Context: an optimization exercise on an open-source flow, tuned for small area. The choices shown serve that exercise and are no tape-out recipe. RTL that was checked went through simulation tests only; none was proved equivalent to the original. No functional check of the RTL was part of run 6. Power figures rest on the tool's default switching activity, not on a simulated workload.

### flow/run.sh
#!/bin/bash
# The standard layout (standard.sh, with config.mk's settings) with two
# changes: the port buffers are buf_2 cells rather than the cell buffer_ports
# picks by default, and clock tree synthesis adds no dummy loads (its
# clustering settings match config.mk's). make's output goes to standard.log;
# each tool's own log is under orfs/logs/.
set -euo pipefail
export BUFFER_PORTS_ARGS="-buffer_cell sky130_fd_sc_hd__buf_2"
export CTS_ARGS="-sink_clustering_enable -repair_clock_nets -dont_use_dummy_load -sink_clustering_size 24 -sink_clustering_max_diameter 80"
bash standard.sh finish > standard.log 2>&1
### standard.sh
#!/bin/bash
# synth_recipe.tcl (not shown) runs the flow's synth.tcl, then flattens the netlist and writes it again
# the make line also repeats each setting of config.mk as NAME=value (left out here)
make -C /OpenROAD-flow-scripts/flow DESIGN_CONFIG=/design/flow/config.mk WORK_HOME=/design/flow/orfs CLKGATE_MAP_FILE= SYNTH_SCRIPT=/design/flow/synth_recipe.tcl "${@:-finish}"
### config.mk
export PLATFORM = sky130hd
export DESIGN_NAME = rv_core
export DESIGN_NICKNAME = rv_core
export VERILOG_FILES = /design/flow/design.v
export SDC_FILE = /design/flow/constraint.sdc
export NUM_CORES = 4
export LEC_CHECK = 0
export ABC_AREA = 0
export CAP_MARGIN = 20
export CORE_MARGIN = 2
export CORE_UTILIZATION = 55
export CTS_CLUSTER_DIAMETER = 80
export CTS_CLUSTER_SIZE = 24
export SLEW_MARGIN = 20
### constraint.sdc
create_clock -name core_clock -period 6.0 [get_ports {clk}]
set_input_delay 1.2000 -clock core_clock [delete_from_list [all_inputs] [get_ports {clk}]]
set_output_delay 1.2000 -clock core_clock [all_outputs]
set_load 0.01 [all_outputs]
### design.v
module rv_core #(
  parameter logic [31:0] BOOT_PC = '0
) (
  input  logic        clk,
  input  logic        rst,
  output logic [31:0] imem_addr_o,
  input  logic [31:0] imem_data_i,
  output logic [31:0] trace_pc_o,
  output logic [31:0] trace_insn_o,
  output logic [1:0]  trace_status_o,
  output logic        wb_we_o,
  output logic [4:0]  wb_rd_o,
  output logic [31:0] wb_data_o
);
  logic [31:2] pc;
  always_ff @(posedge clk) begin
    if (rst) pc <= BOOT_PC[31:2];
    else     pc <= pc + 30'd1;
  end
  assign imem_addr_o = {pc, 2'b00};
  logic [31:0] insn1, insn2, insn3, insn4;
  logic        v1, v2, v3, v4;
  always_ff @(posedge clk) begin
    insn1 <= imem_data_i;
    insn2 <= insn1;
    insn3 <= insn2;
    insn4 <= insn3;
  end
  always_ff @(posedge clk) begin
    v1 <= !rst;
    v2 <= !rst && v1;
    v3 <= !rst && v2;
    v4 <= !rst && v3;
  end
  logic [31:0] regs [1:31];
  logic [2:0]  f3;
  logic [4:0]  rd3, shamt;
  logic        legal3;
  assign rd3    = insn3[11:7];
  assign f3     = insn3[14:12];
  assign shamt  = insn3[24:20];
  assign legal3 = (insn3[6:0] == 7'b0110111) ||
                  (insn3[6:0] == 7'b0010011 &&
                   !(f3 == 3'b101 && (insn3[31] || insn3[29:25] != 5'd0)));
  logic [31:0] result;
  logic [4:0]  rs1_2;
  logic [31:0] rdata;
  logic        fwd;
  logic [31:0] op_q;
  assign rs1_2 = insn2[19:15];
  always_comb begin
    rdata = '0;
    for (int i = 1; i < 32; i++) rdata = rdata | ({32{rs1_2 == 5'(i)}} & regs[i]);
  end
  assign fwd = v3 && legal3 && (rd3 == rs1_2) && (rd3 != 5'd0);
  always_ff @(posedge clk) op_q <= fwd ? result : rdata;
  logic [31:0] a;
  logic [31:0] imm;
  assign a   = op_q;
  assign imm = {{20{insn3[31]}}, insn3[31:20]};
  logic        left;
  logic [31:0] sh_in, sr, shl;
  assign left = !f3[2];
  always_comb begin
    for (int k = 0; k < 32; k++) sh_in[k] = left ? a[31-k] : a[k];
  end
  assign sr = 32'($signed({insn3[30] & !left & a[31], sh_in}) >>> shamt);
  always_comb begin
    for (int k = 0; k < 32; k++) shl[k] = sr[31-k];
  end
  logic        sub;
  logic [32:0] sum;
  logic        lt;
  logic [12:0] lo;
  logic        ub;
  logic [32:12] c, any1, all1;
  assign sub = f3[1];
  logic [11:0] b_lo;
  logic [12:0] gp_g [5];
  logic [12:0] gp_p [5];
  assign b_lo = sub ? ~imm[11:0] : imm[11:0];
  always_comb begin
    gp_g[0] = {a[11:0] & b_lo, sub};
    gp_p[0] = {a[11:0] ^ b_lo, 1'b0};
    for (int l = 0; l < 4; l++) begin
      for (int i = 0; i < 13; i++) begin
        if (((i >> l) & 1) == 1) begin
          gp_g[l+1][i] = gp_g[l][i] | (gp_p[l][i] & gp_g[l][((i >> l) << l) - 1]);
          gp_p[l+1][i] = gp_p[l][i] & gp_p[l][((i >> l) << l) - 1];
        end else begin
          gp_g[l+1][i] = gp_g[l][i];
          gp_p[l+1][i] = gp_p[l][i];
        end
      end
    end
  end
  assign lo = {gp_g[4][12], gp_p[0][12:1] ^ gp_g[4][11:0]};
  assign ub  = imm[31] ^ sub;
  always_comb begin
    any1[12] = 1'b0;
    all1[12] = 1'b1;
    for (int i = 12; i < 32; i++) begin
      any1[i+1] = any1[i] | a[i];
      all1[i+1] = all1[i] & a[i];
    end
    for (int i = 12; i <= 32; i++) c[i] = ub ? (lo[12] | any1[i]) : (lo[12] & all1[i]);
  end
  assign sum = {c[32], a[31:12] ^ {20{ub}} ^ c[31:12], lo[11:0]};
  assign lt  = f3[0] ? !sum[32] : ((a[31] ^ imm[31]) ? a[31] : sum[31]);
  logic [31:0] lu;
  assign lu = (a & imm & {32{f3[1]}}) | ((a ^ imm) & {32{!f3[0]}});
  logic        s_lui, s_add, s_lt, s_lu, s_sh;
  logic [31:0] sh_out;
  assign sh_out = left ? shl : sr;
  assign s_lui  = insn3[2];   
  assign s_add  = !insn3[2] && f3 == 3'b000;
  assign s_lt   = !insn3[2] && f3[2:1] == 2'b01;
  assign s_lu   = !insn3[2] && f3[2] && f3[1:0] != 2'b01;
  assign s_sh   = !insn3[2] && f3[1:0] == 2'b01;
  assign result = ({32{s_lui}} & {insn3[31:12], 12'b0}) | ({32{s_add}} & sum[31:0]) |
                  ({32{s_lu}} & lu) | ({32{s_sh}} & sh_out) | {31'd0, s_lt & lt};
  logic        ok4;
  logic [31:0] res_q;
  always_ff @(posedge clk) begin
    res_q <= result;
    ok4   <= legal3;
  end
  logic        we3;
  logic [31:0] wdata;
  assign we3   = v3 && legal3;
  assign wdata = rst ? 32'd0 : result;
  always_ff @(posedge clk) begin
    for (int i = 1; i < 32; i++) begin
      if (rst || (we3 && rd3 == 5'(i))) regs[i] <= wdata;
    end
  end
  logic [31:2] ret_pc;
  assign ret_pc         = pc - 30'd4;
  assign trace_pc_o     = v4 ? {ret_pc, 2'b00} : 32'd0;
  assign trace_insn_o   = v4 ? insn4 : 32'd0;
  assign trace_status_o = !v4 ? 2'd0 : ok4 ? 2'd1 : 2'd2;
  assign wb_we_o        = v4 && ok4;
  assign wb_rd_o        = insn4[11:7];
  assign wb_data_o      = res_q;
endmodule
==> results of run 1 <==
[metal layers]
| metal | GRT usage (%) | wire length [µm] | vias up | part of all wire, % |
|---|---|---|---|---|
| li1 | - | - | 13688 | - |
| met2 | 60.7 | 82400 | 2688 | 46 |
| met1 | 51.4 | 63800 | 16838 | 36 |
| met4 | 19.4 | 10500 | 10 | 5.8 |
| met3 | 9.55 | 22800 | 549 | 13 |
| met5 | 0.776 | 145 | - | 0.081 |
[worst max-delay path, cell delays in order, from the launching register on]
cell and delay [ns]:
dfxtp_2 0.72, xor2_1 0.25, ha_1 0.30, a211o_1 0.33
a221oi_1 0.60, nand3_1 0.13, o21ai_0 0.64, mux2i_1 0.26
a31o_2 0.28, and2_1 0.83
[registers in the layout, indices dropped and copies added (netlist names)]
| name | flops |
|---|---|
| v3 | 1 |
| res_q | 32 |
| insn1 | 32 |
| v1 | 1 |
| insn2 | 32 |
| ok4 | 1 |
| pc | 30 |
| insn3 | 32 |
| op_q | 32 |
| insn4 | 32 |
| v4 | 1 |
| regs | 992 |
| v2 | 1 |
[final cells by class]
cell class | count | area share [%]
Sequential cell | 1219 | 64.1
Timing Repair Buffer | 303 | 3.61
Clock buffer | 66 | 3.08
Antenna cell | 3 | 0.0140
Tap cell | 1165 | 2.72
Multi-Input combinational cell | 1946 | 26.3
Inverter | 26 | 0.182
[cell usage after synthesis, types with 26 or more instances]
| cell | count |
|---|---|
| clkbuf_1 | 192 |
| dfxtp_1 | 227 |
| o21ai_0 | 51 |
| a21oi_1 | 73 |
| xor2_1 | 43 |
| a222oi_1 | 32 |
| ha_1 | 46 |
| mux4_2 | 58 |
| mux2i_1 | 45 |
| nor3_1 | 76 |
| a22oi_1 | 487 |
| nand4_1 | 67 |
| nand2_1 | 253 |
| edfxtp_1 | 992 |
| nor2_1 | 166 |
| and3_1 | 41 |
| a31oi_1 | 26 |
| nand3_1 | 76 |
| and2_1 | 85 |
[worst max path at each step]
stage	from	slack, ns	end
3_3_place_gp	insn3[13]	1.53	regs[19][19]
2_1_floorplan	insn3[31]	0.52	regs[12][0]
4_1_cts	pc[7]	1.46	trace_pc_o[30]
6_report	insn3[13]	1.40	regs[6][19]
5_1_grt	insn3[13]	1.16	regs[18][19]
3_5_place_dp	insn3[13]	1.46	regs[28][30]
[power groups by stage]
stage | Sequential, mW | Clock (mW) | Combinational, mW
final | 10.3 | 4.50 | 2.02
after global placement | 10.4 | 0 | 1.93
after detailed placement | 10.4 | 0 | 1.94
after floorplan | 10.2 | 0 | 1.13
after CTS | 10.3 | 4.52 | 1.94
after global routing | 10.3 | 4.79 | 2.09
[cell families (layout without fill, tap and decap cells)]
group,count (synthesis),in the layout
buffers and inverters,260,395
and+or+nand+nor,874,874
AOI/OAI and AO/OA,837,837
adders and majority gates,49,49
DFF,1219,1219
muxes,117,117
other,1,7
xor gates and xnor gates,65,65
[through the flow]
stage	setup WS [ns]	hold WS [ns]
floorplan	0.520	0.310
global placement	1.53	0.310
detailed placement	1.46	0.312
CTS	1.46	0.301
finish	1.40	0.299
global route	1.16	0.305
==> impl_metrics.py, run 1 <==
metrics = {
    "outcome": {
        "status": "complete, no violations",
    },
    "timing": {
        "final.min_clock_period_ns": 4.60,
        "finalCritPeriodShare_pct": 76.7,
        "slew_violations": 0,
        "fmaxAchievable_mhz": 217,
        "worst_slew_pin_slew_ns": 1.21,
        "rsz0062_at_grt": "false",
        "relSlewSlack_pct": 19.5,
        "finalHoldViolCount": 0,
        "setup_viol": 0,
        "finalSetupTns_ns": 0,
        "fin_worst_skew_ns": 0.127,
    },
    "routing": {
        "dr.pass1.iters": 7,
        "drc": 0,
        "vias": 33773,
        "ant_nets": 0,
        "wire_per_inst_um": 38.0,
        "avgViaCountPerCell": 7.14,
        "drt_iter0_drc": 5987,
        "routed_wl_um": 180000,
    },
    "synthesis": {
        "synthArstFlopShare_pct": 0,
        "synth_compound_area_share_pct": 12.5,
        "yosys-top-cells-area": "edfxtp_1, dfxtp_1, a22oi_1, mux4_2, nand2_1",
        "synth_top_area_cell": "edfxtp_1",
        "yosysTopAreaCellShare_pct": 60.8,
        "ys_seq_elements": 1219,
        "synth_area_per_cell_um2": 14.3,
        "synth-xor-area-share_pct": 1.16,
        "ys_seq_area_share_pct": 70.0,
        "synth_top_family_by_area": "compound AO/OA/AOI/OAI gates",
        "muxShareOfSynthArea_pct": 3.97,
        "synth-simple-area-share_pct": 8.80,
        "synth_edf_count": 992,
        "ys_types": 85,
        "synth_warnings": 4,
        "synthCells": 3422,
        "yosys_most_used_dff": "edfxtp_1",
        "synth_adder_area_share_pct": 1.30,
        "synth_area_mm2": 0.0490,
    },
    "final_layout": {
        "layout_common_cells": "edfxtp_1, a22oi_1, nand2_1, dfxtp_1, buf_2",
        "drive_gt1_share_pct": 15.6,
        "fin_nets": 3645,
        "final_core_util_pct": 60.7,
        "fin_area_mm2": 0.0536,
        "seqCellArea_mm2": 0.0343,
        "instances_no_fill": 4728,
        "area_growth_pct": 9.35,
        "fillers": 6708,
        "multiInputGateArea_mm2": 0.0141,
        "final_common_cell": "edfxtp_1",
    },
    "floorplan": {
        "die_w_um": 303,
        "rows": 109,
        "start_util_pct": 55.5,
        "core-area_mm2": 0.0884,
        "io_pins": 170,
        "die_area_mm2": 0.0915,
        "die_h_um": 303,
    },
    "clocking": {
        "postCtsSetupRepairBufs": 0,
        "cts_resized": 0,
        "clockRootBuffer": "clkbuf_16",
        "worstSkewPairLatency_ns": 0.69,
        "cts_made_buffers": 66,
        "holdBufCountCts": 0,
        "clock_sinks": 1219,
        "htree_levels": 3,
        "cts_tree": "built",
        "path_clk_slew_ns": 0.09,
        "cts.path.max_buffers": 3,
    },
    "global_route": {
        "gr-usage-all-layers_pct": 39.0,
        "grt_pass1_wl_um": 246000,
        "grt_max_degree": 65,
        "antenna_found_initial": 6,
        "grt_pass1_vias": 31447,
        "grt-ovfl-total": 0,
    },
    "pwr": {
        "power_frac_seq_pct": 61.2,
        "power_density_mw_per_mm2": 313,
        "power_mw": 16.8,
        "p_leak_nw": 19.6,
        "switchingPower_mw": 4.34,
        "ir_worst_vdd_mv": 0.290,
        "combPwrFrac_pct": 12.0,
        "power_switching_share_pct": 25.8,
        "clkPwrFrac_pct": 26.8,
        "internal-power_mw": 12.4,
    },
    "setup_path": {
        "worst-path-max-fanout": 31,
        "r2r_slack_ns": 1.40,
        "arrival_ns": 4.93,
        "r2r_start": "insn3[13]",
        "rr_endpoint": "regs[6][19]",
        "startpoint_type": "flop",
        "required_ns": 6.33,
        "r2r_cells": 9,
        "critPathCaptureType": "flop",
        "critical_path_class": "flop to flop",
    },
    "place": {
        "gp_congestion": 1.04,
        "placed_area_mm2": 0.0519,
        "dp_hpwl_um": 109000,
        "dp.cells": 4659,
        "port_buffers": 165,
    },
    "worst_hold_path": {
        "hold_depth": 0,
        "worstHoldEndpoint": "insn3[27]",
        "hp-class": "flop to flop",
        "worstHoldStart": "insn2[27]",
    },
    "run": {
        "drv_cap": 0,
    },
}
==> inputs of run 2 (changes only) <==
--- a/config.mk
+++ b/config.mk
@@ -11,4 +11,5 @@
 export CORE_UTILIZATION = 55
 export CTS_CLUSTER_DIAMETER = 80
 export CTS_CLUSTER_SIZE = 24
+export PLACE_DENSITY = 0.72
 export SLEW_MARGIN = 20
==> run 2 against run 1 <==
  * Still clean on timing, DRC and antenna
  * Via count decreased by 0.73%
  * Worst setup slack got worse by 0.084 ns
  * Register-to-register slack got worse by 0.08 ns
  * Critical endpoint is now regs[10][8]
==> impl_metrics.py, run 2 <==
metrics = {
    "outcome": {
        "status": "complete, no violations",
    },
    "place": {
        "dp_slack_ns": 1.32,
        "dp_hpwl_um": 98400,
        "port_buffers": 165,
        "gp_congestion": 1.01,
        "dp.cells": 4633,
    },
    "synthesis": {
        "ys_seq_elements": 1219,
        "synth_top_area_cell": "edfxtp_1",
        "synth_area_mm2": 0.0490,
        "synthArstFlopShare_pct": 0,
        "ys_seq_area_share_pct": 70.0,
        "yosys_most_used_dff": "edfxtp_1",
        "synth_warnings": 4,
        "yosys-top-cells-count": "edfxtp_1, a22oi_1, nand2_1, dfxtp_1, clkbuf_1",
        "ys_types": 85,
        "synth_area_per_cell_um2": 14.3,
        "synth_edf_count": 992,
        "yosys-top-cells-area": "edfxtp_1, dfxtp_1, a22oi_1, mux4_2, nand2_1",
        "synth.most_common_cell": "edfxtp_1",
        "yosysTopAreaCellShare_pct": 60.8,
        "synthCells": 3422,
    },
    "setup_path": {
        "path_buf_inv": 0,
        "cp_cell_sequence": "xor2_1 -> ha_1 -> and3_1 -> a31oi_1 -> nand2_1 -> a31oi_1 -> fa_1 -> xor2_1 -> o221ai_1 -> and2_1",
        "r2r_cells": 10,
        "startpoint_type": "flop",
        "critical-path-slowest-cell": "and2_1",
        "crit_cells": 10,
        "cpLargestDelayFamily": "compound AO/OA/AOI/OAI gates",
        "worst_path_largest_cell_delay_ns": 0.98,
        "arrival_ns": 5.03,
        "worst-path-max-fanout": 31,
        "critical_path_class": "flop to flop",
        "required_ns": 6.34,
        "r2r_start": "insn3[13]",
        "critPathCaptureType": "flop",
        "rr_endpoint": "regs[10][8]",
        "r2r_slack_ns": 1.31,
    },
    "timing": {
        "finalHoldViolCount": 0,
        "setup_viol": 0,
        "finalCritPeriodShare_pct": 78.1,
        "relSlewSlack_pct": 15.7,
        "worst_slew_pin_slew_ns": 1.26,
        "fmaxAchievable_mhz": 213,
        "final.min_clock_period_ns": 4.69,
        "fin_worst_skew_ns": 0.161,
        "fin_ws_ns": 1.31,
        "rsz0062_at_grt": "false",
        "slew_violations": 0,
        "finalSetupTns_ns": 0,
    },
    "final_layout": {
        "final_common_cell": "edfxtp_1",
        "drive_gt1_share_pct": 14.9,
        "layout_common_cells": "edfxtp_1, a22oi_1, nand2_1, dfxtp_1, buf_2",
        "largest_register_ffs": 992,
        "area_growth_pct": 8.53,
        "final_core_util_pct": 60.2,
        "instances_no_fill": 4696,
        "largest_register": "regs",
        "fin_nets": 3614,
    },
    "routing": {
        "vias": 33528,
        "avgViaCountPerCell": 7.14,
        "drt_iter0_drc": 5877,
        "routed_wl_um": 167000,
        "ant_nets": 0,
        "dr.pass1.iters": 8,
        "drc": 0,
        "wire_per_inst_um": 35.7,
    },
    "clocking": {
        "cts_resized": 0,
        "holdBufCountCts": 0,
        "cts_tree": "built",
        "clockRootBuffer": "clkbuf_16",
        "cts_made_buffers": 60,
        "htree_levels": 2,
        "path_clk_slew_ns": 0.09,
        "cts.path.max_buffers": 3,
        "worstSkewPairLatency_ns": 0.73,
        "clock_sinks": 1219,
        "postCtsSetupRepairBufs": 0,
    },
    "global_route": {
        "grt_pass1_wl_um": 233000,
        "grt_pass1_vias": 31332,
        "antenna_found_initial": 4,
        "grt_max_degree": 68,
        "grt-ovfl-total": 0,
        "gr-usage-all-layers_pct": 36.2,
    },
    "floorplan": {
        "die_area_mm2": 0.0915,
        "core-area_mm2": 0.0884,
        "die_w_um": 303,
        "rows": 109,
        "start_util_pct": 55.5,
        "die_h_um": 303,
        "io_pins": 170,
    },
    "pwr": {
        "power_density_mw_per_mm2": 309,
        "power_mw": 16.5,
        "ir_worst_vdd_mv": 0.278,
        "p_leak_nw": 19.4,
    },
    "worst_hold_path": {
        "worstHoldStart": "insn1[14]",
        "worstHoldEndpoint": "insn2[14]",
        "hold_depth": 0,
        "hp-class": "flop to flop",
    },
    "run": {
        "drv_cap": 0,
    },
}
[run 2: cell count changes in the layout (fill, tap and decap cells not counted), sizes merged]
cell | previous run | this run
buf | 303 | 278
clkbuf | 66 | 60
diode | 3 | 2
[run 2: kinds of logic after synthesis]
family / synth area share, %
fa+ha+maj: 1.30
other cells: 0.00765
xor+xnor: 1.16
simple gates: 8.80
mux: 3.97
buf+inv: 2.20
flops: 70.0
compound gates: 12.5
[run 2: area by class of cell]
class	instances	area [µm²]
multi-input combinational	1946	14100
fill	6705	35200
sequential	1219	34300
antenna	2	5.00
clock buffer	60	1500
timing repair buffer	278	1720
inverter	26	97.6
tap	1165	1460
[run 2: where the power goes]
group          leakage [nW]  total, mW  internal [mW]  switching (mW)
clock network         0.739       4.26           1.77            2.49
logic                  6.57       1.93          0.601            1.33
registers              12.1       10.3           9.87           0.406
[run 2: worst max-delay path by stage]
| stage | from | endpoint | slack, ns |
|---|---|---|---|
| after floorplan | insn3[31] | regs[12][0] | 0.52 |
| after global placement | insn3[13] | regs[20][20] | 1.37 |
| after detailed placement | insn3[13] | regs[18][20] | 1.32 |
| after CTS | insn3[13] | regs[2][24] | 1.27 |
| after global routing | insn3[13] | regs[31][23] | 1.0 |
| final | insn3[13] | regs[10][8] | 1.31 |
[run 2: per-stage QoR]
stage               instance area, µm²  hold slack [ns]
floorplan                        49000            0.310
global placement                 51600            0.311
detailed placement               51600            0.312
CTS                              53100            0.325
global route                     53200            0.328
finish                           53200            0.327
[run 2: worst register-to-register path: stages (launching register included)]
cell and delay [ns]:
dfxtp_2 0.75, xor2_1 0.16, ha_1 0.36, and3_1 0.20, a31oi_1 0.55, nand2_1 0.15
a31oi_1 0.39, fa_1 0.26, xor2_1 0.09, o221ai_1 0.47, and2_1 0.98
[run 2: per-layer routing]
metal	track usage [%]	vias up	share of wire [%]
li1	-	13646	-
met1	47.2	16427	34
met2	56.8	2834	46
met3	8.41	617	13
met4	19.1	4	6.5
met5	0	-	0.020
==> inputs of run 3 (changes only) <==
--- a/design.v
+++ b/design.v
@@ -43,20 +43,18 @@
                   (insn3[6:0] == 7'b0010011 &&
                    !(f3 == 3'b101 && (insn3[31] || insn3[29:25] != 5'd0)));
   logic [31:0] result;
-  logic [4:0]  rs1_2;
+  logic [31:1] sel_q;
   logic [31:0] rdata;
-  logic        fwd;
-  logic [31:0] op_q;
-  assign rs1_2 = insn2[19:15];
+  always_ff @(posedge clk) begin
+    for (int i = 1; i < 32; i++) sel_q[i] <= (insn2[19:15] == 5'(i));
+  end
   always_comb begin
     rdata = '0;
-    for (int i = 1; i < 32; i++) rdata = rdata | ({32{rs1_2 == 5'(i)}} & regs[i]);
+    for (int i = 1; i < 32; i++) rdata = rdata | ({32{sel_q[i]}} & regs[i]);
   end
-  assign fwd = v3 && legal3 && (rd3 == rs1_2) && (rd3 != 5'd0);
-  always_ff @(posedge clk) op_q <= fwd ? result : rdata;
   logic [31:0] a;
   logic [31:0] imm;
-  assign a   = op_q;
+  assign a   = rdata;
   assign imm = {{20{insn3[31]}}, insn3[31:20]};
   logic        left;
   logic [31:0] sh_in, sr, shl;
--- a/config.mk
+++ b/config.mk
@@ -11,5 +11,4 @@
 export CORE_UTILIZATION = 55
 export CTS_CLUSTER_DIAMETER = 80
 export CTS_CLUSTER_SIZE = 24
-export PLACE_DENSITY = 0.72
 export SLEW_MARGIN = 20
==> run 3 against run 2 <==
  * Synthesized cell count fell by 6.0%
  * First-iteration DRC count rose by 3.8%
  * Cell area is 1.0% lower
  * Wire length rose by 7.0%
  * Largest power group unchanged
  * Non-clock buffer count rose by 124
  * Clock power shrank 2%
  * Register-to-register slack got worse by 1.2 ns
  * Still clean
  * Fmax is 20% lower
  * Sequential share of layout area is 0.70 points higher
  * Critical path depth rose by 3
  * Global-route usage rose by 3.6 points
  * Combinational power up 5%
  * Critical path type unchanged
==> impl_metrics.py, run 3 <==
metrics = {
    "clocking": {
        "cts.path.max_buffers": 3,
        "clock_sinks": 1218,
        "postCtsSetupRepairBufs": 0,
        "worstSkewPairLatency_ns": 0.71,
        "clockRootBuffer": "clkbuf_16",
        "cts_tree": "built",
        "htree_levels": 2,
        "path_clk_slew_ns": 0.09,
        "cts_made_buffers": 58,
        "cts_resized": 0,
        "holdBufCountCts": 0,
    },
    "global_route": {
        "grt-ovfl-total": 0,
        "grt_max_degree": 65,
        "grt_pass1_wl_um": 246000,
        "antenna_found_initial": 3,
        "gr-usage-all-layers_pct": 39.7,
        "grt_pass1_vias": 31648,
    },
    "final_layout": {
        "antennaDiodeCount": 0,
        "largest_register": "regs",
        "layout_common_cells": "edfxtp_1, a22oi_1, buf_4, dfxtp_1, nor2_1",
        "fin_nets": 3561,
        "largest_register_ffs": 992,
        "instances_no_fill": 4620,
        "fillers": 6384,
        "area_growth_pct": 11.1,
        "drive_gt1_share_pct": 17.3,
        "final_common_cell": "edfxtp_1",
    },
    "synthesis": {
        "synth_compound_area_share_pct": 12.8,
        "synth-xor-area-share_pct": 1.42,
        "muxShareOfSynthArea_pct": 1.49,
        "synthCells": 3218,
        "synth-simple-area-share_pct": 8.57,
        "yosys-top-cells-area": "edfxtp_1, dfxtp_1, a22oi_1, nand2_1, nor2_1",
        "synth_edf_count": 992,
        "synth_area_per_cell_um2": 14.7,
        "synth_top_family_by_area": "compound AO/OA/AOI/OAI gates",
        "yosys-top-cells-count": "edfxtp_1, a22oi_1, dfxtp_1, nand2_1, nor2_1",
        "synth_warnings": 4,
        "yosysTopAreaCellShare_pct": 62.8,
        "synth_adder_area_share_pct": 1.34,
        "synth.most_common_cell": "edfxtp_1",
        "synth_area_mm2": 0.0474,
        "synth_top_area_cell": "edfxtp_1",
        "yosys_most_used_dff": "edfxtp_1",
        "ys_seq_area_share_pct": 72.4,
        "ys_types": 74,
        "ys_seq_elements": 1218,
        "synthArstFlopShare_pct": 0,
    },
    "timing": {
        "slew_violations": 0,
        "worst_slew_pin_slew_ns": 1.19,
        "finalCritPeriodShare_pct": 97.6,
        "fin_worst_skew_ns": 0.144,
        "finalSetupTns_ns": 0,
        "finalHoldViolCount": 0,
        "final.min_clock_period_ns": 5.85,
        "rsz0062_at_grt": "false",
        "fmaxAchievable_mhz": 171,
        "relSlewSlack_pct": 20.9,
        "setup_viol": 0,
    },
    "routing": {
        "avgViaCountPerCell": 7.25,
        "drt_iter0_drc": 6099,
        "wire_per_inst_um": 38.8,
        "vias": 33515,
        "drc": 0,
        "dr.pass1.iters": 8,
        "ant_nets": 0,
        "routed_wl_um": 179000,
    },
    "floorplan": {
        "die_area_mm2": 0.0886,
        "start_util_pct": 55.6,
        "core-area_mm2": 0.0853,
        "rows": 107,
        "die_h_um": 298,
        "die_w_um": 298,
        "io_pins": 170,
    },
    "place": {
        "port_buffers": 165,
        "dp_hpwl_um": 121000,
        "gp_congestion": 1.05,
        "dp.cells": 4560,
    },
    "setup_path": {
        "r2r_start": "sel_q[11]",
        "startpoint_type": "flop",
        "critPathCaptureType": "flop",
        "r2r_slack_ns": 0.15,
        "critical_path_class": "flop to flop",
        "r2r_cells": 13,
        "cp-startpoint": "sel_q[11]",
        "arrival_ns": 6.27,
        "worst-path-max-fanout": 31,
        "required_ns": 6.42,
    },
    "pwr": {
        "ir_worst_vdd_mv": 0.283,
        "p_leak_nw": 19.0,
        "power_density_mw_per_mm2": 309,
    },
    "worst_hold_path": {
        "hold_depth": 0,
        "worstHoldStart": "insn2[26]",
        "hp-class": "flop to flop",
    },
    "outcome": {
        "status": "complete, no violations",
    },
    "run": {
        "drv_cap": 0,
    },
}
-- run 3: cell types whose count changed after synthesis, sizes merged, moves of 24 or more --
cell and change:
o22ai +26, clkbuf -42, nand4 +26, a221oi +67
and4 +24, nor3 -28, nand2 -74, nand3 +31
mux2i -32, mux4 -37, and3 -30, a22oi -126
a21oi -32, a22o +63
-- run 3: cell families (layout without fill, tap and decap cells) --
group                    count (synthesis)  in the layout
flip-flops                            1218           1218
XOR/XNOR                                77             77
AO/OA/AOI/OAI                          796            796
adder cells (fa/ha/maj)                 49             49
other                                    1              4
buffers and inverters                  234            489
AND/OR/NAND/NOR                        802            802
multiplexers                            41             41
-- run 3: layout make-up --
cell class / count / area (µm²) / area share [%]
Clock buffer: 58 / 1450 / 2.76
Inverter: 29 / 109 / 0.207
Multi-Input combinational cell: 1769 / 12400 / 23.6
Sequential cell: 1218 / 34400 / 65.3
Tap cell: 1144 / 1430 / 2.72
Timing Repair Buffer: 402 / 2870 / 5.45
-- run 3: worst paths after layout --
kind,to
worst min register to register,insn3[26]
worst max-delay path,regs[26][5]
worst min-delay path,insn3[26]
worst max register to register,regs[26][5]
-- run 3: routing by layer --
layer	GRT usage (%)	share of wire (%)
met5	0	0
met4	17.9	5.7
met3	10.1	14
met2	61.0	45
met1	53.8	36
-- run 3: where the power goes --
group          internal (mW)  switching (mW)
logic                  0.557            1.47
clock network           1.71            2.44
registers               9.83           0.249
total                   12.1            4.16
-- run 3: critical path: stages (launching register included) --
cell and delay [ns]:
dfxtp_2 0.48, buf_12 0.23, buf_4 0.21, a22oi_1 0.20, nand4_1 0.11, nor2_1 0.63, nand2_1 0.51, o22ai_1 0.43
nor3_1 0.10, nor4_1 0.89, mux2i_1 0.44, o221ai_1 0.69, o22ai_2 0.27, buf_4 0.30
-- run 3: through the flow --
stage          util, %  setup slack (ns)  total power [mW]  hold WS [ns]  cell area, µm²
2_1_floorplan        -             0.174              11.2         0.310           47400
6_report          61.7             0.146              16.3         0.307           52600
4_1_cts           61.7             0.218              16.2         0.309           52600
5_1_grt           61.7             0.245              16.6         0.319           52600
3_3_place_gp      60.0             0.389              12.2         0.310           51100
3_5_place_dp      60.0             0.357              12.2         0.312           51100
==> inputs of run 4 (changes only) <==
--- a/config.mk
+++ b/config.mk
@@ -11,4 +11,5 @@
 export CORE_UTILIZATION = 55
 export CTS_CLUSTER_DIAMETER = 80
 export CTS_CLUSTER_SIZE = 24
+export PLACE_DENSITY = 0.72
 export SLEW_MARGIN = 20
==> run 4 against run 3 <==
  * Clock power up 2%
  * Largest power group unchanged
  * Cell area up 0.11%
  * Worst setup slack better by 0.11 ns
  * Total power up 1.2%
  * Wire length up 1.6%
  * Largest cell class unchanged
  * Critical path type unchanged
==> impl_metrics.py, run 4 <==
metrics = {
    "setup_path": {
        "startpoint_type": "flop",
        "rr_endpoint": "regs[30][20]",
        "arrival_ns": 6.16,
        "worst_path_largest_cell_delay_ns": 0.64,
        "required_ns": 6.41,
        "worst-path-max-fanout": 31,
        "crit_top_cell": "buf_4",
        "critical-path-slowest-cell": "a22oi_1",
        "critical_path_class": "flop to flop",
        "r2r_slack_ns": 0.25,
        "cp-startpoint": "sel_q[8]",
        "critPathCapture": "regs[30][20]",
        "cp_cell_sequence": "buf_4 -> a22oi_1 -> nand4_1 -> nor2_1 -> nand2_1 -> ha_1 -> and3_1 -> o2111ai_1 -> o2bb2ai_1 -> nor2_1 -> buf_4 -> or3_1 -> o22ai_1 -> xnor2_1 -> nand2_1 -> a41oi_2 -> buf_4",
        "critPathCaptureType": "flop",
        "r2r_cells": 17,
        "r2r_start": "sel_q[8]",
    },
    "synthesis": {
        "yosys-top-cells-count": "edfxtp_1, a22oi_1, dfxtp_1, nand2_1, nor2_1",
        "synth_area_per_cell_um2": 14.7,
        "yosys_most_used_dff": "edfxtp_1",
        "yosysTopAreaCellShare_pct": 62.8,
        "synthCells": 3218,
        "ys_seq_elements": 1218,
        "synth_top_area_cell": "edfxtp_1",
        "synth_warnings": 4,
        "synthArstFlopShare_pct": 0,
        "ys_seq_area_share_pct": 72.4,
        "ys_types": 74,
        "synth.most_common_cell": "edfxtp_1",
        "yosys-top-cells-area": "edfxtp_1, dfxtp_1, a22oi_1, nand2_1, nor2_1",
        "synth_edf_count": 992,
        "synth_area_mm2": 0.0474,
    },
    "final_layout": {
        "fin_nets": 3563,
        "instances_no_fill": 4624,
        "largest_register_ffs": 992,
        "area_growth_pct": 11.2,
        "drive_gt1_share_pct": 17.2,
        "final_core_util_pct": 61.8,
        "final_common_cell": "edfxtp_1",
        "layout_common_cells": "edfxtp_1, a22oi_1, buf_4, dfxtp_1, nor2_1",
        "largest_register": "regs",
    },
    "global_route": {
        "antenna_found_initial": 10,
        "grt_pass1_wl_um": 251000,
        "grt_pass1_vias": 32361,
        "grt-ovfl-total": 0,
        "gr-usage-all-layers_pct": 40.5,
        "grt_max_degree": 60,
    },
    "routing": {
        "met3WireLength_um": 27900,
        "dr.pass1.iters": 8,
        "drt_iter0_drc": 6880,
        "routed_wl_um": 182000,
        "drc": 0,
        "wire_per_inst_um": 39.4,
        "top_layer": "met5",
        "wl_met1_um": 59000,
        "avgViaCountPerCell": 7.41,
        "ant_nets": 0,
        "vias": 34284,
        "wl_met2_um": 80700,
    },
    "place": {
        "dp.cells": 4561,
        "dp_hpwl_um": 121000,
        "port_buffers": 165,
        "gp_congestion": 1.06,
        "dp_slack_ns": 0.356,
    },
    "pwr": {
        "power_density_mw_per_mm2": 312,
        "power_mw": 16.5,
        "ir_worst_vdd_mv": 0.289,
        "p_leak_nw": 19.0,
    },
    "floorplan": {
        "start_util_pct": 55.6,
        "die_area_mm2": 0.0886,
        "die_h_um": 298,
        "die_w_um": 298,
        "io_pins": 170,
        "core-area_mm2": 0.0853,
        "rows": 107,
    },
    "clocking": {
        "path_clk_slew_ns": 0.10,
        "clock_sinks": 1218,
        "cts_tree": "built",
        "cts_made_buffers": 60,
        "cts.path.max_buffers": 3,
        "htree_levels": 2,
        "holdBufCountCts": 0,
        "worstSkewPairLatency_ns": 0.74,
        "clockRootBuffer": "clkbuf_16",
    },
    "timing": {
        "relSlewSlack_pct": 22.2,
        "rsz0062_at_grt": "false",
        "final.min_clock_period_ns": 5.75,
        "finalSetupTns_ns": 0,
        "fmaxAchievable_mhz": 174,
        "finalCritPeriodShare_pct": 95.8,
        "worst_slew_pin_slew_ns": 1.16,
        "setup_viol": 0,
        "slew_violations": 0,
        "fin_ws_ns": 0.255,
        "fin_worst_skew_ns": 0.157,
        "finalHoldViolCount": 0,
    },
    "outcome": {
        "status": "complete, no violations",
    },
    "run": {
        "drv_cap": 0,
    },
    "worst_hold_path": {
        "hp-class": "flop to flop",
    },
}
run 4: cell counts after synthesis:
No cell type changed its count.
run 4: critical path, delay by kind of cell (launching register included):
kind / cells / cell delay (ns)
xor+xnor: 1 / 0.17
buf+inv: 3 / 0.78
flops: 1 / 0.36
compound gates: 5 / 1.76
fa+ha+maj: 1 / 0.46
simple gates: 7 / 1.96
run 4: routing by layer:
metal	vias up	GRT usage [%]
met5	-	0
met4	4	24.2
met3	804	12.1
met2	3448	62.3
met1	16724	51.0
li1	13304	-
run 4: kinds of logic (layout without fill, tap and decap cells):
kind of cell	count (synthesis)	count (layout)	share of synthesized area (%)
xor+xnor	77	77	1.42
buf+inv	234	491	2.02
fa+ha+maj	49	49	1.34
other cells	1	6	0.00791
mux	41	41	1.49
simple gates	802	802	8.57
compound gates	796	796	12.8
flops	1218	1218	72.4
run 4: what timing repair did:
action	in CTS	in global routing
setup buffers	0	0
hold endpoints to repair	0	0
gates resized for setup	0	1
setup endpoints to repair	0	8
run 4: final cells by class:
class | count | area (µm²)
Inverter | 29 | 109
Antenna cell | 2 | 5.00
Clock buffer | 60 | 1500
Multi-Input combinational cell | 1769 | 12400
Timing Repair Buffer | 402 | 2890
Sequential cell | 1218 | 34400
Fill cell | 6291 | 32600
Tap cell | 1144 | 1430
run 4: metrics by stage:
| step | cell area, µm² | hold WS [ns] |
|---|---|---|
| after floorplan | 47400 | 0.310 |
| after global routing | 52700 | 0.282 |
| after CTS | 52700 | 0.282 |
| after global placement | 51100 | 0.310 |
| after detailed placement | 51200 | 0.312 |
| final | 52700 | 0.281 |
run 4: how the worst min path moves through the flow:
| stage | from | end | slack, ns | depth (start not counted) |
|---|---|---|---|---|
| floorplan | insn1[0] | insn2[0] | 0.31 | 0 |
| global route | insn1[27] | insn2[27] | 0.28 | 0 |
| global placement | insn2[7] | insn3[7] | 0.31 | 0 |
| finish | insn1[27] | insn2[27] | 0.28 | 0 |
| detailed placement | insn2[13] | insn3[13] | 0.31 | 0 |
| CTS | insn1[27] | insn2[27] | 0.28 | 0 |
run 4: power breakdown:
part / switching (mW) / total (mW) / internal [mW]
clock network: 2.49 / 4.26 / 1.77
logic: 1.54 / 2.12 / 0.584
registers: 0.242 / 10.1 / 9.83
==> inputs of run 5 (changes only) <==
==> run.sh (new file) <==
#!/bin/bash
# synth_recipe.tcl (not shown) runs the flow's synth.tcl, then flattens the netlist and writes it again
# the make line also repeats each setting of config.mk as NAME=value (left out here)
make -C /OpenROAD-flow-scripts/flow DESIGN_CONFIG=/design/flow/config.mk WORK_HOME=/design/flow/orfs CLKGATE_MAP_FILE= SYNTH_SCRIPT=/design/flow/synth_recipe.tcl finish
removed: flow/run.sh
removed: standard.sh
==> run 5 against run 4 <==
  * Still clean
  * First-iteration DRC count shrank 9.8%
  * Sequential power is essentially flat
  * Total power grew 1.9%
  * Non-clock buffer count shrank 13
  * Critical path depth grew 1
  * Synthesized cell count is the same
  * Count of clock-buffer cells in the layout grew 22
  * Sequential share of layout area shrank 1.0 points
  * Flip-flop and latch count is the same
  * Highest routed layer unchanged
==> impl_metrics.py, run 5 <==
metrics = {
    "floorplan": {
        "die_area_mm2": 0.0886,
        "io_pins": 170,
        "die_h_um": 298,
        "rows": 107,
        "die_w_um": 298,
        "core-area_mm2": 0.0853,
        "start_util_pct": 55.6,
    },
    "pwr": {
        "clkPwrFrac_pct": 27.1,
        "power_density_mw_per_mm2": 313,
        "power_mw": 16.8,
        "combPwrFrac_pct": 12.8,
        "power_switching_share_pct": 26.2,
        "internal-power_mw": 12.4,
        "p_leak_nw": 18.8,
        "ir_worst_vdd_mv": 0.297,
        "power_frac_seq_pct": 60.1,
        "switchingPower_mw": 4.39,
    },
    "synthesis": {
        "synthCells": 3218,
        "yosys-top-cells-area": "edfxtp_1, dfxtp_1, a22oi_1, nand2_1, nor2_1",
        "synth.most_common_cell": "edfxtp_1",
        "yosys-top-cells-count": "edfxtp_1, a22oi_1, dfxtp_1, nand2_1, nor2_1",
        "synth_edf_count": 992,
        "ys_types": 74,
        "synth_top_area_cell": "edfxtp_1",
        "ys_seq_elements": 1218,
        "synthArstFlopShare_pct": 0,
        "yosys_most_used_dff": "edfxtp_1",
        "ys_seq_area_share_pct": 72.4,
        "yosysTopAreaCellShare_pct": 62.8,
        "synth_warnings": 4,
        "synth_area_mm2": 0.0474,
        "synth_area_per_cell_um2": 14.7,
    },
    "clocking": {
        "postCtsSetupRepairBufs": 0,
        "clock_sinks": 1218,
        "holdBufCountCts": 0,
        "clockRootBuffer": "clkbuf_16",
        "cts_resized": 0,
        "path_clk_slew_ns": 0.09,
        "worstSkewPairLatency_ns": 0.72,
        "cts_made_buffers": 59,
        "htree_levels": 2,
        "cts_tree": "built",
        "cts.path.max_buffers": 3,
    },
    "routing": {
        "ant_nets": 0,
        "dr.pass1.iters": 6,
        "drc": 0,
        "drt_iter0_drc": 6208,
        "vias": 33866,
        "avgViaCountPerCell": 7.29,
        "wire_per_inst_um": 38.9,
        "routed_wl_um": 181000,
    },
    "final_layout": {
        "largest_register_ffs": 992,
        "area_growth_pct": 13.0,
        "drive_gt1_share_pct": 12.2,
        "largest_register": "regs",
        "fin_area_mm2": 0.0536,
        "instances_no_fill": 4643,
        "layout_common_cells": "edfxtp_1, a22oi_1, buf_4, dfxtp_1, nor2_1",
        "fin_nets": 3549,
        "final_core_util_pct": 62.8,
        "final_common_cell": "edfxtp_1",
        "fillers": 6136,
    },
    "setup_path": {
        "startpoint_type": "flop",
        "cp_cell_sequence": "a22oi_1 -> nand4_1 -> nor2_1 -> nand2_1 -> ha_1 -> and3b_1 -> o21ai_0 -> buf_4 -> nor4b_1 -> buf_4 -> o2bb2ai_1 -> nor2_1 -> buf_4 -> nor4_1 -> o21ai_0 -> o31ai_1 -> a31oi_2 -> buf_4",
        "critical-path-slowest-cell": "a22oi_1",
        "cpLargestDelayFamily": "compound AO/OA/AOI/OAI gates",
        "path_buf_inv": 4,
        "critical_path_class": "flop to flop",
        "worst_path_largest_cell_delay_ns": 0.64,
        "required_ns": 6.42,
        "arrival_ns": 6.27,
        "worst-path-max-fanout": 31,
        "crit_top_cell": "buf_4",
        "r2r_slack_ns": 0.15,
        "critPathCaptureType": "flop",
    },
    "place": {
        "dp_hpwl_um": 121000,
        "port_buffers": 165,
        "gp_congestion": 1.02,
        "dp.cells": 4549,
        "dp_slack_ns": 0.361,
        "placed_area_mm2": 0.0518,
    },
    "timing": {
        "relSlewSlack_pct": 21.0,
        "fin_worst_skew_ns": 0.0647,
        "worst_slew_pin_slew_ns": 1.18,
        "final.min_clock_period_ns": 5.85,
        "rsz0062_at_grt": "false",
        "whs_ns": 0.327,
        "setup_viol": 0,
        "fin_ws_ns": 0.151,
        "finalCritPeriodShare_pct": 97.5,
        "slew_violations": 0,
        "fmaxAchievable_mhz": 171,
        "finalHoldViolCount": 0,
        "finalSetupTns_ns": 0,
    },
    "global_route": {
        "gr-usage-all-layers_pct": 40.2,
        "grt_max_degree": 65,
        "grt-ovfl-total": 0,
        "grt_pass1_wl_um": 250000,
        "antenna_found_initial": 9,
        "grt_pass1_vias": 32444,
    },
    "worst_hold_path": {
        "hp-class": "flop to flop",
    },
    "run": {
        "drv_cap": 0,
    },
    "outcome": {
        "status": "complete, no violations",
    },
}
==> run 5: path summary, 6_finish.rpt <==
path	start	endpoint	cells after the start
hold / removal	insn1[26]	insn2[26]	0
setup / recovery	sel_q[4]	regs[31][23]	18
hold reg to reg	insn1[26]	insn2[26]	0
setup reg to reg	sel_q[4]	regs[31][23]	18
==> run 5: cells by family after synthesis <==
kind of cell	count (synthesis)	share of synthesized area [%]
simple gates	802	8.57
fa+ha+maj	49	1.34
mux	41	1.49
flops	1218	72.4
compound gates	796	12.8
other cells	1	0.00791
buf+inv	234	2.02
xor+xnor	77	1.42
==> run 5: per-layer routing <==
layer | vias to the layer above | share of wire [%] | GRT usage, %
met1 | 16612 | 33 | 50.4
met4 | 8 | 8.4 | 27.1
met2 | 3166 | 45 | 61.7
met3 | 764 | 14 | 10.8
met5 | - | 0.030 | 0.0541
li1 | 13316 | - | -
==> run 5: power by group through the flow <==
stage               registers [mW]  clock network (mW)  logic [mW]
floorplan                     10.2                   0       0.997
global placement              10.2                   0        2.06
detailed placement            10.3                   0        2.06
CTS                           10.1                4.53        2.07
global route                  10.1                4.79        2.21
finish                        10.1                4.54        2.15
==> run 5: layout make-up <==
class / count / area, µm² / area share (%)
Tap cell: 1144 / 1430 / 2.67
Timing Repair Buffer: 389 / 3520 / 6.56
Inverter: 29 / 109 / 0.203
Clock inverter: 10 / 183 / 0.341
Clock buffer: 82 / 1570 / 2.94
Antenna cell: 2 / 5.00 / 0.00934
Sequential cell: 1218 / 34400 / 64.1
Multi-Input combinational cell: 1769 / 12400 / 23.1
==> inputs of run 6 (changes only) <==
--- a/design.v
+++ b/design.v
@@ -43,18 +43,20 @@
                   (insn3[6:0] == 7'b0010011 &&
                    !(f3 == 3'b101 && (insn3[31] || insn3[29:25] != 5'd0)));
   logic [31:0] result;
-  logic [31:1] sel_q;
+  logic [4:0]  rs1_2;
   logic [31:0] rdata;
-  always_ff @(posedge clk) begin
-    for (int i = 1; i < 32; i++) sel_q[i] <= (insn2[19:15] == 5'(i));
-  end
+  logic        fwd;
+  logic [31:0] op_q;
+  assign rs1_2 = insn2[19:15];
   always_comb begin
     rdata = '0;
-    for (int i = 1; i < 32; i++) rdata = rdata | ({32{sel_q[i]}} & regs[i]);
+    for (int i = 1; i < 32; i++) rdata = rdata | ({32{rs1_2 == 5'(i)}} & regs[i]);
   end
+  assign fwd = v3 && legal3 && (rd3 == rs1_2) && (rd3 != 5'd0);
+  always_ff @(posedge clk) op_q <= fwd ? result : rdata;
   logic [31:0] a;
   logic [31:0] imm;
-  assign a   = rdata;
+  assign a   = op_q;
   assign imm = {{20{insn3[31]}}, insn3[31:20]};
   logic        left;
   logic [31:0] sh_in, sr, shl;
@@ -73,26 +75,7 @@
   logic        ub;
   logic [32:12] c, any1, all1;
   assign sub = f3[1];
-  logic [11:0] b_lo;
-  logic [12:0] gp_g [5];
-  logic [12:0] gp_p [5];
-  assign b_lo = sub ? ~imm[11:0] : imm[11:0];
-  always_comb begin
-    gp_g[0] = {a[11:0] & b_lo, sub};
-    gp_p[0] = {a[11:0] ^ b_lo, 1'b0};
-    for (int l = 0; l < 4; l++) begin
-      for (int i = 0; i < 13; i++) begin
-        if (((i >> l) & 1) == 1) begin
-          gp_g[l+1][i] = gp_g[l][i] | (gp_p[l][i] & gp_g[l][((i >> l) << l) - 1]);
-          gp_p[l+1][i] = gp_p[l][i] & gp_p[l][((i >> l) << l) - 1];
-        end else begin
-          gp_g[l+1][i] = gp_g[l][i];
-          gp_p[l+1][i] = gp_p[l][i];
-        end
-      end
-    end
-  end
-  assign lo = {gp_g[4][12], gp_p[0][12:1] ^ gp_g[4][11:0]};
+  assign lo  = {1'b0, a[11:0]} + {1'b0, sub ? ~imm[11:0] : imm[11:0]} + {12'd0, sub};
   assign ub  = imm[31] ^ sub;
   always_comb begin
     any1[12] = 1'b0;
==> flow/run.sh (new file) <==
#!/bin/bash
# The standard layout (standard.sh, with config.mk's settings) with two
# changes: the port buffers are buf_2 cells rather than the cell buffer_ports
# picks by default, and clock tree synthesis adds no dummy loads (its
# clustering settings match config.mk's). make's output goes to standard.log;
# each tool's own log is under orfs/logs/.
set -euo pipefail
export BUFFER_PORTS_ARGS="-buffer_cell sky130_fd_sc_hd__buf_2"
export CTS_ARGS="-sink_clustering_enable -repair_clock_nets -dont_use_dummy_load -sink_clustering_size 24 -sink_clustering_max_diameter 80"
bash standard.sh finish > standard.log 2>&1
==> standard.sh (new file) <==
#!/bin/bash
# synth_recipe.tcl (not shown) runs the flow's synth.tcl, then flattens the netlist and writes it again
# the make line also repeats each setting of config.mk as NAME=value (left out here)
make -C /OpenROAD-flow-scripts/flow DESIGN_CONFIG=/design/flow/config.mk WORK_HOME=/design/flow/orfs CLKGATE_MAP_FILE= SYNTH_SCRIPT=/design/flow/synth_recipe.tcl "${@:-finish}"
--- a/config.mk
+++ b/config.mk
@@ -11,5 +11,4 @@
 export CORE_UTILIZATION = 55
 export CTS_CLUSTER_DIAMETER = 80
 export CTS_CLUSTER_SIZE = 24
-export PLACE_DENSITY = 0.72
 export SLEW_MARGIN = 20
removed: run.sh
==> run 6 against run 5 <==
  * Synthesized cell count grew 8.0%
  * Fmax increased by 16%
  * Via count is 3.1% higher
  * Non-clock buffer count shrank 75
  * Count of clock-buffer cells in the layout down 22
  * Clock skew grew 0.034 ns
  * Clock power shrank 5.5%
  * Final cell count grew 2.7%
  * Largest power group unchanged
  * Critical path depth fell by 10
  * Core utilization down 2.1 points
  * Total power fell by 0.63%
==> impl_metrics.py, run 6 <==
metrics = {
    "setup_path": {
        "worst_path_largest_cell_delay_ns": 0.98,
        "arrival_ns": 5.41,
        "path_buf_inv": 1,
        "cp-startpoint": "insn3[31]",
        "critical-path-slowest-cell": "a21o_2",
        "cpLargestDelayFamily": "simple AND/OR/NAND/NOR gates",
        "required_ns": 6.38,
        "critPathCaptureType": "flop",
        "r2r_start": "insn3[31]",
        "cp_cell_sequence": "or4_1 -> o311ai_1 -> a21oi_1 -> nor3b_1 -> nand2b_1 -> nor2b_1 -> a21o_2 -> buf_4",
        "startpoint_type": "flop",
        "critical_path_class": "flop to flop",
        "worst-path-max-fanout": 26,
    },
    "clocking": {
        "worstSkewPairLatency_ns": 0.71,
        "htree_levels": 2,
        "clock_sinks": 1219,
        "cts_resized": 0,
        "cts_made_buffers": 60,
        "postCtsSetupRepairBufs": 0,
        "clockRootBuffer": "clkbuf_16",
        "cts_tree": "built",
        "path_clk_slew_ns": 0.09,
        "cts.path.max_buffers": 3,
        "holdBufCountCts": 0,
    },
    "global_route": {
        "grt_pass1_wl_um": 255000,
        "gr-usage-all-layers_pct": 39.4,
        "grt_max_degree": 70,
        "antenna_found_initial": 5,
        "grt_pass1_vias": 32877,
        "grt-ovfl-total": 0,
    },
    "timing": {
        "fmaxAchievable_mhz": 199,
        "fin_worst_skew_ns": 0.0985,
        "slew_violations": 0,
        "finalHoldViolCount": 0,
        "finalCritPeriodShare_pct": 83.7,
        "finalSetupTns_ns": 0,
        "setup_viol": 0,
        "final.min_clock_period_ns": 5.02,
        "rsz0062_at_grt": "false",
        "worst_slew_pin_slew_ns": 1.20,
        "relSlewSlack_pct": 19.1,
    },
    "routing": {
        "dr.pass1.iters": 6,
        "wire_per_inst_um": 38.8,
        "vias": 34929,
        "ant_nets": 0,
        "drt_iter0_drc": 5930,
        "drc": 0,
        "routed_wl_um": 185000,
        "avgViaCountPerCell": 7.32,
    },
    "worst_hold_path": {
        "hp-class": "flop to flop",
        "worstHoldStart": "insn2[31]",
    },
    "run": {
        "drv_cap": 0,
    },
    "final_layout": {
        "fin_nets": 3687,
        "largest_register": "regs",
        "fin_area_mm2": 0.0538,
        "area_growth_pct": 9.01,
        "largest_register_ffs": 992,
        "final_core_util_pct": 60.7,
        "final_common_cell": "edfxtp_1",
        "layout_common_cells": "edfxtp_1, a22oi_1, nand2_1, dfxtp_1, buf_2",
        "drive_gt1_share_pct": 15.4,
    },
    "pwr": {
        "p_leak_nw": 19.6,
        "ir_worst_vdd_mv": 0.261,
        "power_density_mw_per_mm2": 309,
    },
    "synthesis": {
        "synth_area_per_cell_um2": 14.2,
        "synthCells": 3474,
        "synth_top_area_cell": "edfxtp_1",
        "synth_area_mm2": 0.0494,
        "yosys-top-cells-count": "edfxtp_1, a22oi_1, nand2_1, dfxtp_1, clkbuf_1",
        "synthArstFlopShare_pct": 0,
        "synth_warnings": 2,
        "yosysTopAreaCellShare_pct": 60.3,
        "yosys-top-cells-area": "edfxtp_1, dfxtp_1, a22oi_1, mux4_2, nand2_1",
        "ys_seq_elements": 1219,
        "synth_edf_count": 992,
        "synth.most_common_cell": "edfxtp_1",
        "ys_seq_area_share_pct": 69.5,
        "ys_types": 89,
        "yosys_most_used_dff": "edfxtp_1",
    },
    "place": {
        "dp_hpwl_um": 116000,
        "placed_area_mm2": 0.0523,
        "gp_congestion": 1.05,
        "port_buffers": 165,
    },
    "floorplan": {
        "rows": 109,
        "start_util_pct": 55.7,
        "die_area_mm2": 0.0922,
        "io_pins": 170,
        "die_h_um": 304,
        "die_w_um": 304,
        "core-area_mm2": 0.0886,
    },
    "outcome": {
        "status": "complete, no violations",
    },
}
## run 6: path summary, 6_finish.rpt
| kind | to | slack (ns) | depth (start not counted) |
|---|---|---|---|
| min reg2reg | insn3[31] | 0.29 | 0 |
| max reg2reg | regs[10][29] | 0.98 | 8 |
| min | insn3[31] | 0.29 | 0 |
| max | regs[10][29] | 0.98 | 8 |
## run 6: cell families (layout without fill, tap and decap cells)
group                      after synthesis  in the layout  share of synthesized area, %
AOI/OAI and AO/OA                      883            883                          13.2
xor gates and xnor gates                71             71                          1.26
adders and majority gates               47             47                          1.21
buffers and inverters                  276            403                          2.29
DFF                                   1219           1219                          69.5
muxes                                  107            107                          3.69
other                                    1              5                       0.00759
and+or+nand+nor                        870            870                          8.81
## run 6: through the flow
step                      power (mW)  cells  hold slack, ns  setup slack [ns]
after floorplan                 11.4   3477           0.310            0.0459
final                           16.7   4770           0.295             0.977
after global routing            17.0   4769           0.300             0.780
after detailed placement        12.4   4709           0.312              1.19
after CTS                       16.5   4769           0.302              1.19
after global placement          12.4   4706           0.311              1.24
## run 6: layer usage
metal / track usage [%] / up-vias / wire length (µm)
li1: - / 13946 / -
met1: 52.9 / 17389 / 66100
met2: 59.5 / 3023 / 82000
met4: 18.7 / 4 / 10400
met5: 0 / - / 25
met3: 11.3 / 567 / 26500
## run 6: report_power, final
group	internal (mW)	switching, mW	total (mW)
sequential	9.85	0.412	10.3
clock	1.77	2.52	4.29
combinational	0.637	1.47	2.11
## run 6: final cells by class
cell class | instances | area, µm²
fillers | 6765 | 34800
flip-flops and latches | 1219 | 34300
multi-input cells | 1982 | 14400
repair buffers | 314 | 2020
clock buffers | 60 | 1500
well taps | 1165 | 1460
inverters | 29 | 109
diodes | 1 | 2.50

## re-timing with driven ports
Ports are ideal in the flow. The routed layouts listed here were re-timed in OpenROAD.
Step 1 sets driving cells, clkbuf_16 on the clock port and buf_2 on the other inputs (assumed; they add their load-dependent delay and slew).
Step 2 times the ports against the registers' clock, not the clock port: input delays grow and output delays shrink by t, the midpoint of the rising clock arrivals with the driver on.
Three values: ideal ports, drivers, drivers and shift; two values: the first two.
run | shift t [ns] | setup slack, ns | pins driven straight from the clock port
run 1 | 0.696 | 1.396 / 1.396 / 1.396 | 1
run 2 | 0.732 | 1.312 / 1.312 / 1.312 | 1
run 3 | 0.705 | 0.146 / 0.146 / 0.146 | 1
run 4 | 0.726 | 0.255 / 0.255 / 0.255 | 1
run 5 | 0.766 | 0.151 / 0.151 / 0.151 | 1
run 6 | 0.727 | 0.977 / 0.977 / 0.977 | 1
After both steps every run listed still meets setup and hold.
